Source: an optimization exercise on an open RTL-to-GDS flow (aim: small area). Production flows keep margins and buffers that such runs may drop. Function was checked by simulation only, so behaviour that the tests miss may differ from the original. Power and IR drop assume default switching activity. The clock port is modelled as an ideal driver; clocking choices that lean on that would not hold on a real chip.

## serial_link_top
module serial_link_top (
  input  wire logic       clk,
  input  wire logic       rst_n,
  input  wire logic       rxd,
  input  wire logic [7:0] sw,
  output logic            txd,
  output logic [7:0]      led
);
  localparam int S_SYNC  = 0,
                 S_CMD   = 1,
                 S_ADDR  = 2,
                 S_LEN   = 3,
                 S_DATA  = 4,
                 S_CRC1  = 5,
                 S_CRC2  = 6,
                 S_CHK   = 7,
                 S_XWAIT = 8,
                 S_XFER  = 9,
                 T_HDR   = 10,
                 T_DATA  = 11,
                 T_CRC   = 12,
                 T_END   = 13;
  logic [2047:0] ring;
  logic [127:0]  stg;
  logic [7:0]    pos;
  logic          clr;
  logic [13:0]   state;
  logic [13:0]   nxt;
  logic [7:0]    cmd;
  logic [7:0]    addr;
  logic [4:0]    len;
  logic [3:0]    k;
  logic          wp;
  logic [15:0]   crc;
  logic [6:0]    m;
  logic [7:0]    sh;
  logic          txq;
  wire [7:0] ring_tap = ring[7:0];
  wire [7:0] st_tap   = stg[7:0];
  wire [3:0] bi    = m[6:3];
  wire [2:0] cc    = m[2:0];
  wire       idle  = m[6:2] == 5'd0;
  wire       stopb = m[6] & m[3];                     
  wire       smp   = &cc && |bi && !stopb;            
  wire       bend  = m[6] & m[4] & m[1];              
  wire       rxb   = stopb && cc == 3'd0;             
  wire       txm   = |state[T_END:T_HDR];
  wire       rx_ok = |state[S_CRC2:S_SYNC] || state[T_END];
  wire       is_wr = cmd == 8'h01;
  wire       is_rd = cmd == 8'h02;
  wire [3:0] slot  = addr[3:0] + k;
  wire       hit   = pos[3:0] == slot;
  wire [4:0] k1    = {1'b0, k} + 5'd1;
  wire       last  = k1 == len;
  wire       xact  = (state[S_XWAIT] && hit && pos[7:4] == addr[7:4]) || state[S_XFER];
  wire       len_ok = sh[7:5] == 3'd0 && sh[4:0] != 5'd0 && (!sh[4] || sh[3:0] == 4'd0);
  wire       st_rx = state[S_DATA] && wp && hit;
  wire       tx_go = idle && (state[T_HDR] || state[T_CRC] || (state[T_DATA] && hit));
  wire       rx_go = idle && rx_ok && !rxd;
  wire        sync_tx = state[T_HDR] && k == 4'd1;    
  logic [7:0] tx_byte;
  always_comb begin
    if (state[T_HDR]) begin
  ...
Size in the first run: ~2700 cells after synthesis, about 2300 flip-flops, about 48000 µm² of cells after synthesis.
clock: 10.0 ns
lec_check: 0
cap_margin: 20
core_margin: 2
core_utilization: 60
slew_margin: 20
standard.sh (not shown) runs the stock make flow with config.mk's settings and CLKGATE_MAP_FILE= SYNTH_SCRIPT=/design/flow/synth_recipe.tcl, a recipe that flattens the netlist after the stock synthesis.
==> flow/flow/run.sh <==
#!/bin/bash
# Standard layout, with clock tree synthesis told not to add dummy loads and to
# use larger sink clusters of clkbuf_16.
set -euo pipefail
export CTS_ARGS="-sink_clustering_enable -repair_clock_nets -dont_use_dummy_load -buf_list sky130_fd_sc_hd__clkbuf_16 -sink_clustering_size 38 -sink_clustering_max_diameter 70"
bash standard.sh > standard.log 2>&1
Next try:
==> flow/flow/run.sh (replaced) <==
#!/bin/bash
# Standard layout, with clock tree synthesis told not to add dummy loads and to
# use larger sink clusters of clkbuf_16.
set -euo pipefail
export CTS_ARGS="-sink_clustering_enable -repair_clock_nets -dont_use_dummy_load -buf_list sky130_fd_sc_hd__clkbuf_16 -sink_clustering_size 38 -sink_clustering_max_diameter 50"
bash standard.sh > standard.log 2>&1
PLACE_DENSITY = 0.85   (was default)
Effect:
- maximum frequency climbs slightly
- setup slack gets better by 0.066 ns
- total power is higher by a little under a tenth
- die area does not change
- via count came out higher by a few percent
- final cell count grows slightly
- clock skew grows by 0.031 ns
- sequential cell count does not change
- worst hold slack got worse by 0.049 ns
- area after synthesis does not change
- cell area goes up by a few percent

* * *

The RTL this note starts from:
==> flow/design.v <==
`default_nettype none
module serial_link_top (
  input  wire logic       clk,
  input  wire logic       rst_n,
  input  wire logic       rxd,
  input  wire logic [7:0] sw,
  output logic            txd,
  output logic [7:0]      led
);
  localparam logic [3:0] S_SYNC  = 4'd0,
                         S_CMD   = 4'd1,
                         S_ADDR  = 4'd2,
                         S_LEN   = 4'd3,
                         S_DATA  = 4'd4,
                         S_CRC1  = 4'd5,
                         S_CRC2  = 4'd6,
                         S_XWAIT = 4'd7,
                         S_XFER  = 4'd8,
                         T_HDR   = 4'd9,
                         T_DATA  = 4'd10,
                         T_CRC   = 4'd11,
                         T_END   = 4'd12,
                         S_CHK   = 4'd13;
  logic [2047:0] ring;
  logic [127:0]  stg;
  logic [7:0]    pos;
  logic          clr;
  logic [3:0]    state;
  logic [7:0]    cmd;
  logic [7:0]    addr;
  logic [4:0]    len;
  logic [3:0]    k;
  logic          wp;
  logic [15:0]   crc;
  logic [6:0]    m;
  logic [7:0]    sh;
  logic          txq;
  wire [7:0] ring_tap = ring[7:0];
  wire [7:0] st_tap   = stg[7:0];
  wire       idle  = m == 7'd0;
  wire [3:0] bi    = m[6:3];
  wire [2:0] cc    = m[2:0];
  wire       smp   = cc == 3'd7 && bi >= 4'd1 && bi <= 4'd8;
  wire       bend  = m == 7'd82;
  wire       rxb   = m == 7'd72;
  wire       txm   = state >= T_HDR && state <= T_END;
  wire       rx_ok = state <= S_CRC2 || state == T_END;
  wire       is_wr = cmd == 8'h01;
  wire       is_rd = cmd == 8'h02;
  wire [3:0] slot  = addr[3:0] + k;
  wire       hit   = pos[3:0] == slot;
  wire [4:0] k1    = {1'b0, k} + 5'd1;
  wire       last  = k1 == len;
  wire       xact  = (state == S_XWAIT && pos == addr) || state == S_XFER;
  wire       len_ok = sh[7:5] == 3'd0 && sh[4:0] != 5'd0 && (!sh[4] || sh[3:0] == 4'd0);
  wire       st_rx = state == S_DATA && wp && hit;
  wire       tx_go = idle && (state == T_HDR || state == T_CRC || (state == T_DATA && hit));
  wire       rx_go = idle && rx_ok && !rxd;
  logic [7:0] tx_byte;
  always_comb begin
    case (state)
      T_HDR: begin
        case (k[2:0])
          3'd0:    tx_byte = 8'h55;
          3'd1:    tx_byte = cmd;
          3'd2:    tx_byte = addr;
          3'd3:    tx_byte = {3'b000, len};
          default: tx_byte = {7'd0, !(is_wr || is_rd)};
        endcase
      end
      T_DATA:  tx_byte = st_tap;
      default: tx_byte = crc[15:8];
    endcase
  end
  logic [7:0] ring_ins;
  logic [7:0] st_ins;
  always_comb begin
    if (clr)
      ring_ins = 8'h00;
    else if (xact && is_wr && pos != 8'hFF)
      ring_ins = st_tap;
    else
      ring_ins = ring_tap;
    if (st_rx)
      st_ins = sh;
    else if (xact && is_rd)
      st_ins = (pos == 8'hFF) ? sw : ring_tap;
    else
      st_ins = st_tap;
  end
  always_ff @(posedge clk) begin
    ring <= {ring_ins, ring[2047:8]};
    stg  <= {st_ins, stg[127:8]};
  end
  always_ff @(posedge clk) begin
    if (!rst_n) begin
      pos <= 8'd0;
      clr <= 1'b1;
    end else begin
      pos <= pos + 8'd1;
      if (pos == 8'hFF) clr <= 1'b0;
    end
  end
  always_ff @(posedge clk) begin
    if (!rst_n)
      led <= 8'h00;
    else if (xact && is_wr && pos == 8'h00)
      led <= st_tap;
  end
  always_ff @(posedge clk) begin
    if (!rst_n)
      m <= 7'd0;
    else if (rx_go || tx_go)
      m <= 7'd4;
    else if (!idle)
      m <= bend ? 7'd0 : m + 7'd1;
  end
  always_ff @(posedge clk) begin
    if (tx_go)
      sh <= tx_byte;
    else if (smp)
      sh <= {txm ? sh[0] : rxd, sh[7:1]};
  end
  always_ff @(posedge clk) begin
    if (!rst_n)
      txq <= 1'b1;
    else if (tx_go)
      txq <= 1'b0;
    else if (txm && cc == 3'd3 && bi >= 4'd1 && bi <= 4'd9)
      txq <= (bi == 4'd9) ? 1'b1 : sh[0];
  end
  assign txd = txq;
  wire crc_init = state == S_SYNC || state == S_XWAIT || state == S_XFER ||
                  (state == T_HDR && k == 4'd1);
  wire crc_fb   = crc[15] ^ sh[~cc];
  always_ff @(posedge clk) begin
    if (crc_init)
      crc <= 16'hFFFF;
    else if (bi == 4'd9)
      crc <= {crc[14:0], 1'b0} ^ (crc_fb ? 16'h1021 : 16'h0000);
  end
  always_ff @(posedge clk) begin
    if (!rst_n) begin
      state <= S_SYNC;
      wp    <= 1'b0;
    end else begin
      case (state)
        S_SYNC: if (bend && sh == 8'hAA) state <= S_CMD;
        S_CMD: if (bend) begin
          cmd   <= sh;
          state <= S_ADDR;
        end
        S_ADDR: if (bend) begin
          addr  <= sh;
          state <= S_LEN;
        end
        S_LEN: if (bend) begin
          len   <= sh[4:0];
          k     <= 4'd0;
          state <= !len_ok ? S_SYNC : is_wr ? S_DATA : S_CRC1;
        end
        S_DATA: begin
          if (rxb) wp <= 1'b1;
          if (st_rx) begin
            wp <= 1'b0;
            k  <= k + 4'd1;
            if (last) state <= S_CRC1;
          end
        end
        S_CRC1: if (rxb) state <= S_CRC2;
        S_CRC2: if (rxb) state <= S_CHK;
        S_CHK: if (idle) begin
          k     <= 4'd0;
          state <= (crc == 16'h0000) ? S_XWAIT : S_SYNC;
        end
        S_XWAIT, S_XFER: if (xact) begin
          k     <= k + 4'd1;
          state <= S_XFER;
          if (last) begin
            k     <= 4'd0;
            state <= T_HDR;
          end
        end
        T_HDR: if (tx_go) begin
          k <= k + 4'd1;
          if (k == 4'd4) begin
            k     <= 4'd0;
            state <= is_rd ? T_DATA : T_CRC;
          end
        end
        T_DATA: if (tx_go) begin
          k <= k + 4'd1;
          if (last) begin
            k     <= 4'd0;
            state <= T_CRC;
          end
        end
        T_CRC: if (tx_go) begin
          k <= k + 4'd1;
          if (k[0]) state <= T_END;
        end
        T_END: if (idle) state <= S_SYNC;
        default: state <= S_SYNC;
      endcase
    end
  end
endmodule
`default_nettype wire
clock: 10.0 ns
lec_check: 0
cap_margin: 20
core_margin: 2
core_utilization: 60
slew_margin: 20
==> flow/flow/run.sh <==
#!/bin/bash
# Standard layout, with clock tree synthesis told not to add dummy loads and to
# use larger sink clusters of clkbuf_16.
set -euo pipefail
export CTS_ARGS="-sink_clustering_enable -repair_clock_nets -dont_use_dummy_load -buf_list sky130_fd_sc_hd__clkbuf_16 -sink_clustering_size 38 -sink_clustering_max_diameter 70"
bash standard.sh > standard.log 2>&1
The starting point went through all stages and came out clean.
Then changed:
==> flow/run.sh (new file) <==
#!/bin/bash
# synth_recipe.tcl (not shown) runs the flow's synth.tcl, then flattens the netlist and writes it again
# the make line also repeats each setting of config.mk as NAME=value (left out here)
make -C /OpenROAD-flow-scripts/flow DESIGN_CONFIG=/design/flow/config.mk WORK_HOME=/design/flow/orfs CLKGATE_MAP_FILE= SYNTH_SCRIPT=/design/flow/synth_recipe.tcl finish
Settings changed: ABC_AREA set to 1, CTS_BUF_LIST set to sky130_fd_sc_hd__clkbuf_16, CTS_CLUSTER_DIAMETER set to 80, CTS_CLUSTER_SIZE set to 36.
removed: flow/flow/run.sh
removed: flow/standard.sh
Outcome: The changed run finished clean. Worst setup slack improves by 17 ps. Power rose by 1.3%. Cell area climbs by about 0.5%. Global-route usage is lower by 0.35 points. Die area stays flat. Clock power climbs by 5.8%. Synthesized cell count is higher by about 7%. Core utilization goes up by 0.33 points.

afterwards: timing with drivers on the ports:
The flow's constraints put no driver on any port. The routed layouts listed below were extracted and timed again, unchanged, in two steps. Step 1 (the two cells are an assumption about what drives the block):
set clk [get_ports {clk}]
set_driving_cell -lib_cell sky130_fd_sc_hd__clkbuf_16 $clk
set_driving_cell -lib_cell sky130_fd_sc_hd__buf_2 [delete_from_list [all_inputs] $clk]
Step 2 moves the port delays by t, midway between the first and last clock arrival at a register: inputs arrive t later, outputs are due t later. That takes back most of the time a late clock gives input paths. Three values: ideal ports, drivers, drivers and shift; two values: the first two.
run | shift t [ns] | setup WS [ns] | worst setup path after step 2 | clock arrival spread, ns | pins driven straight from the clock port
the first run of note 1 | 0.664 | 6.424 / 6.366 / 6.643 | input to register | 0.085 / 0.086 | 1
the second run of note 1 | 0.708 | 6.489 / 6.423 / 6.653 | register to register | 0.135 / 0.135 | 1
the first run of note 2 | 0.653 | 6.407 / 6.417 / 5.788 | input to register | 0.128 / 0.127 | 1
the second run of note 2 | 0.708 | 6.424 / 6.356 / 5.815 | input to register | 0.030 / 0.029 | 1
After both steps every run listed still meets setup and hold. For the first run of note 2, which loses most, drivers alone change the setup slack by +0.010 ns; drivers and shift together by -0.619 ns.
